Source: an optimization exercise on an open RTL-to-GDS flow (aim: a short achievable clock period and few clock cycles per item). Production flows keep margins and buffers that such runs may drop. Function was checked by simulation only, so behaviour that the tests miss may differ from the original. Power figures rest on the tool's default switching activity, not on a simulated workload.

==> flow/design.v <==
`timescale 1ns / 1ps
package oldq_pkg;
    localparam int CAPACITY = 16;
    localparam int DATA_W   = 32;
    localparam int PTR_W    = $clog2(CAPACITY);
    localparam int CNT_W    = $clog2(CAPACITY + 1);
    typedef enum logic [2:0] {
        ACT_PUSH_FRONT = 3'd0,
        ACT_PUSH_BACK  = 3'd1,
        ACT_POP_FRONT  = 3'd2,
        ACT_POP_BACK   = 3'd3,
        ACT_READ_ALL   = 3'd4,
        ACT_CLEAR      = 3'd5,
        ACT_SEARCH     = 3'd6,
        ACT_REMOVE     = 3'd7
    } act_t;
    typedef enum logic [1:0] {
        STAT_OK        = 2'd0,
        STAT_EMPTY     = 2'd1,
        STAT_NOT_FOUND = 2'd2,
        STAT_FULL      = 2'd3
    } stat_t;
    typedef enum logic [3:0] {
        OP_NONE       = 4'd0,
        OP_PUSH_FRONT = 4'd1,
        OP_PUSH_BACK  = 4'd2,
        OP_POP_FRONT  = 4'd3,
        OP_POP_BACK   = 4'd4,
        OP_CLEAR      = 4'd5,
        OP_IDX_CLEAR  = 4'd6,
        OP_IDX_INC    = 4'd7,
        OP_SHIFT      = 4'd8,
        OP_DEC        = 4'd9
    } dp_op_t;
    typedef struct packed {
        dp_op_t op;
        logic   load_item;
        logic   hold_load;
        logic   out_load;
        logic   out_from_hold;
        stat_t  res_status;
        logic   res_use_rd;
        logic   out_last;
    } oldq_cmd_t;
    typedef struct packed {
        act_t             act;
        logic             empty;
        logic             full;
        logic             rd_last;
        logic             match;
        logic             shift_more;
        logic             out_free;
        logic [CNT_W-1:0] entry_count;
    } oldq_stat_t;
endpackage
`timescale 1ns / 1ps
module ordered_list_deque_with_search_top (
    input  logic        aclk,
    input  logic        aresetn,
    input  logic        s_tvalid,
    output logic        s_tready,
    input  logic [31:0] s_tdata,    
    input  logic [2:0]  s_tuser,    
    output logic        m_tvalid,
    input  logic        m_tready,
    output logic [31:0] m_tdata,    
    output logic [1:0]  m_tuser,    
    output logic        m_tlast
);
    localparam int N = oldq_pkg::CAPACITY;
    localparam int W = oldq_pkg::DATA_W;
    localparam logic [2:0] A_PF  = 3'd0;
    localparam logic [2:0] A_PB  = 3'd1;
    localparam logic [2:0] A_POF = 3'd2;
    localparam logic [2:0] A_POB = 3'd3;
    localparam logic [2:0] A_RD  = 3'd4;
    localparam logic [2:0] A_CLR = 3'd5;
    localparam logic [2:0] A_SR  = 3'd6;
    localparam logic [2:0] A_RM  = 3'd7;
    localparam logic [1:0] S_OK  = 2'd0;
    localparam logic [1:0] S_EMP = 2'd1;
    localparam logic [1:0] S_NF  = 2'd2;
    localparam logic [1:0] S_FUL = 2'd3;
    logic [W-1:0] mem [N];
    logic [N-1:0] occ;
    logic         isk_valid;
    logic [2:0]   isk_act;
    logic [W-1:0] isk_val;
    logic         r1_valid;
    logic [2:0]   r1_act;
    logic [W-1:0] r1_val;
    logic         r2_valid;
    logic [2:0]   r2_act;
    logic [W-1:0] r2_val;
    logic [N-1:0] r2_m;
    logic [N-1:0] r2_ptr;
    logic         out_valid;
    logic [W-1:0] out_data;
    logic [1:0]   out_stat;
    logic         out_last;
    logic         sk_valid;
    logic [W-1:0] sk_data;
    logic [1:0]   sk_stat;
    logic         sk_last;
    logic         exec, empty, full, found, rd_last, r2_done, advance;
    logic [N-1:0] lastocc, prefix, shl, ld, rsel, occ_n;
    logic         shr;
    logic [W-1:0] rd_data, res_data;
    logic [1:0]   res_stat;
    logic         res_last;
    assign exec  = r2_valid && !sk_valid;
    assign empty = !occ[0];
    assign full  = occ[N-1];
    assign found = |r2_m;
    always_comb begin
        for (int i = 0; i < N; i++) begin
            lastocc[i] = occ[i] && ((i == N-1) ? 1'b1 : !occ[(i+1) % N]);
            prefix[i]  = (i == 0) ? r2_m[0] : (prefix[(i+N-1) % N] | r2_m[i]);
        end
    end
    assign rd_last = |(r2_ptr & lastocc);
    assign r2_done = exec && ((r2_act != A_RD) || empty || rd_last);
    assign advance = !r2_valid || r2_done;
    always_comb begin
        shr = exec && (r2_act == A_PF) && !full;
        for (int i = 0; i < N; i++) begin
            shl[i] = exec && (((r2_act == A_POF) && !empty) || ((r2_act == A_RM) && prefix[i]));
            ld[i]  = exec && (r2_act == A_PB) && !full && !occ[i] &&
                     ((i == 0) ? 1'b1 : occ[(i+N-1) % N]);
        end
        occ_n = occ;
        if (exec) begin
            case (r2_act)
                A_PF, A_PB:   if (!full) occ_n = {occ[N-2:0], 1'b1};
                A_POF, A_POB: occ_n = {1'b0, occ[N-1:1]};
                A_RM:         if (found) occ_n = {1'b0, occ[N-1:1]};
                A_CLR:        occ_n = '0;
                default: ;
            endcase
        end
    end
    always_ff @(posedge aclk) begin
        for (int i = 0; i < N; i++) begin
            if (shr) begin
                mem[i] <= (i == 0) ? r2_val : mem[(i+N-1) % N];
            end else if (shl[i]) begin
                mem[i] <= mem[(i+1) % N];
            end else if (ld[i]) begin
                mem[i] <= r2_val;
            end
        end
    end
    always_comb begin
        for (int i = 0; i < N; i++) begin
            rsel[i] = occ[i] && ((((r2_act == A_POF) || (r2_act == A_RD)) && r2_ptr[i]) ||
                                 ((r2_act == A_POB) && lastocc[i]));
        end
        rd_data = '0;
        for (int i = 0; i < N; i++) begin
            rd_data = rd_data | (mem[i] & {W{rsel[i]}});
        end
        res_data = rd_data;
        res_stat = S_OK;
        res_last = 1'b1;
        case (r2_act)
            A_PF, A_PB: if (full) res_stat = S_FUL;
            A_POF, A_POB: if (empty) res_stat = S_EMP;
            A_RD: begin
                if (empty) res_stat = S_EMP;
                else res_last = rd_last;
            end
            A_SR, A_RM: begin
                if (empty) res_stat = S_EMP;
                else if (!found) res_stat = S_NF;
                else res_data = r2_val;
            end
            default: ;
        endcase
    end
    logic [N-1:0] eq, m_n;
    logic         eq2;
    always_comb begin
        eq2 = (r1_val == r2_val);
        for (int i = 0; i < N; i++) begin
            eq[i] = (r1_val == mem[i]);
        end
        for (int i = 0; i < N; i++) begin
            if (shr) begin
                m_n[i] = (i == 0) ? eq2 : eq[(i+N-1) % N];
            end else if (shl[i]) begin
                m_n[i] = (i == N-1) ? 1'b0 : eq[(i+1) % N];
            end else if (ld[i]) begin
                m_n[i] = eq2;
            end else begin
                m_n[i] = eq[i];
            end
        end
        m_n = m_n & occ_n;
    end
    logic r1_take, s_take;
    assign s_tready = !isk_valid;
    assign s_take   = s_tvalid && !isk_valid;
    assign r1_take  = !r1_valid || advance;
    always_ff @(posedge aclk) begin
        if (!aresetn) begin
            occ       <= '0;
            isk_valid <= 1'b0;
            r1_valid  <= 1'b0;
            r2_valid  <= 1'b0;
        end else begin
            occ <= occ_n;
            if (r1_take) begin
                isk_valid <= 1'b0;
                r1_valid  <= isk_valid || s_take;
            end else if (s_take) begin
                isk_valid <= 1'b1;
            end
            if (advance) begin
                r2_valid <= r1_valid;
            end
        end
    end
    always_ff @(posedge aclk) begin
        if (!isk_valid) begin
            isk_act <= s_tuser;
            isk_val <= s_tdata;
        end
        if (r1_take) begin
            r1_act <= isk_valid ? isk_act : s_tuser;
            r1_val <= isk_valid ? isk_val : s_tdata;
        end
        if (advance) begin
            r2_act <= r1_act;
            r2_val <= r1_val;
            r2_m   <= m_n;
            r2_ptr <= {{(N-1){1'b0}}, 1'b1};
        end else if (exec) begin
            r2_ptr <= {r2_ptr[N-2:0], 1'b0};
        end
    end
    logic out_hold;
    assign out_hold = out_valid && !m_tready;
    always_ff @(posedge aclk) begin
        if (!aresetn) begin
            out_valid <= 1'b0;
            sk_valid  <= 1'b0;
        end else begin
            if (!out_hold) begin
                out_valid <= sk_valid || exec;
                sk_valid  <= 1'b0;
            end else if (exec) begin
                sk_valid  <= 1'b1;
            end
        end
    end
    always_ff @(posedge aclk) begin
        if (!out_hold) begin
            out_data <= sk_valid ? sk_data : res_data;
            out_stat <= sk_valid ? sk_stat : res_stat;
            out_last <= sk_valid ? sk_last : res_last;
        end
        if (!sk_valid) begin
            sk_data <= res_data;
            sk_stat <= res_stat;
            sk_last <= res_last;
        end
    end
    assign m_tvalid = out_valid;
    assign m_tdata  = out_data;
    assign m_tuser  = out_stat;
    assign m_tlast  = out_last;
endmodule
make LEC_CHECK=0 CAP_MARGIN=20 CORE_MARGIN=2 CORE_UTILIZATION=40 SLEW_MARGIN=20 finish   # period 7.0 ns
run.sh (not shown) runs the stock make flow with config.mk's settings and CLKGATE_MAP_FILE= SYNTH_SCRIPT=/design/flow/synth_recipe.tcl, a recipe that flattens the netlist after the stock synthesis.
The starting point finished with timing, DRC and antenna clean.
Testbench counts at the start, summed over its fixed seeds: cycles 6,591, items 4,000.
==> next run, changes <==
- ABC_CLOCK_PERIOD_IN_PS: default -> 2000
- SETUP_SLACK_MARGIN: default -> 4.5
Outcome:
- The new run completed with no timing, DRC or antenna violations
- total power went up by a few percent
- clock power drops by a few percent
- routed wire length goes up by well over a third
- setup slack gets better by 1.5 ns
- final cell count is higher by roughly a tenth
- area after synthesis does not change
- combinational power is higher by well over a third
- non-clock buffer count climbs by 519
- first-iteration DRC count is higher by a quarter to a third

-- re-timing with driven ports --
The flow's constraints put no driver on any port. The routed layouts listed below were extracted and timed again, unchanged, in two steps. Step 1 (the two cells are an assumption about what drives the block):
set clk [get_ports {aclk}]
set_driving_cell -lib_cell sky130_fd_sc_hd__clkbuf_16 $clk
set_driving_cell -lib_cell sky130_fd_sc_hd__buf_2 [delete_from_list [all_inputs] $clk]
Step 2 also shifts input and output timing later by t, the mid clock arrival at the registers, as if the neighbouring blocks saw the same clock. a / b / c = ideal ports / drivers / drivers and shift; a / b = the first two.
run	t (ns)	setup WS [ns]	hold slack, ns	worst setup path at the end
the first run	0.785	2.265 / 2.265 / 2.265	0.441 / 0.441 / 0.441	register to register
the second run	0.794	3.807 / 3.807 / 3.807	0.450 / 0.450 / 0.450	register to register
After both steps every run listed still meets setup and hold.
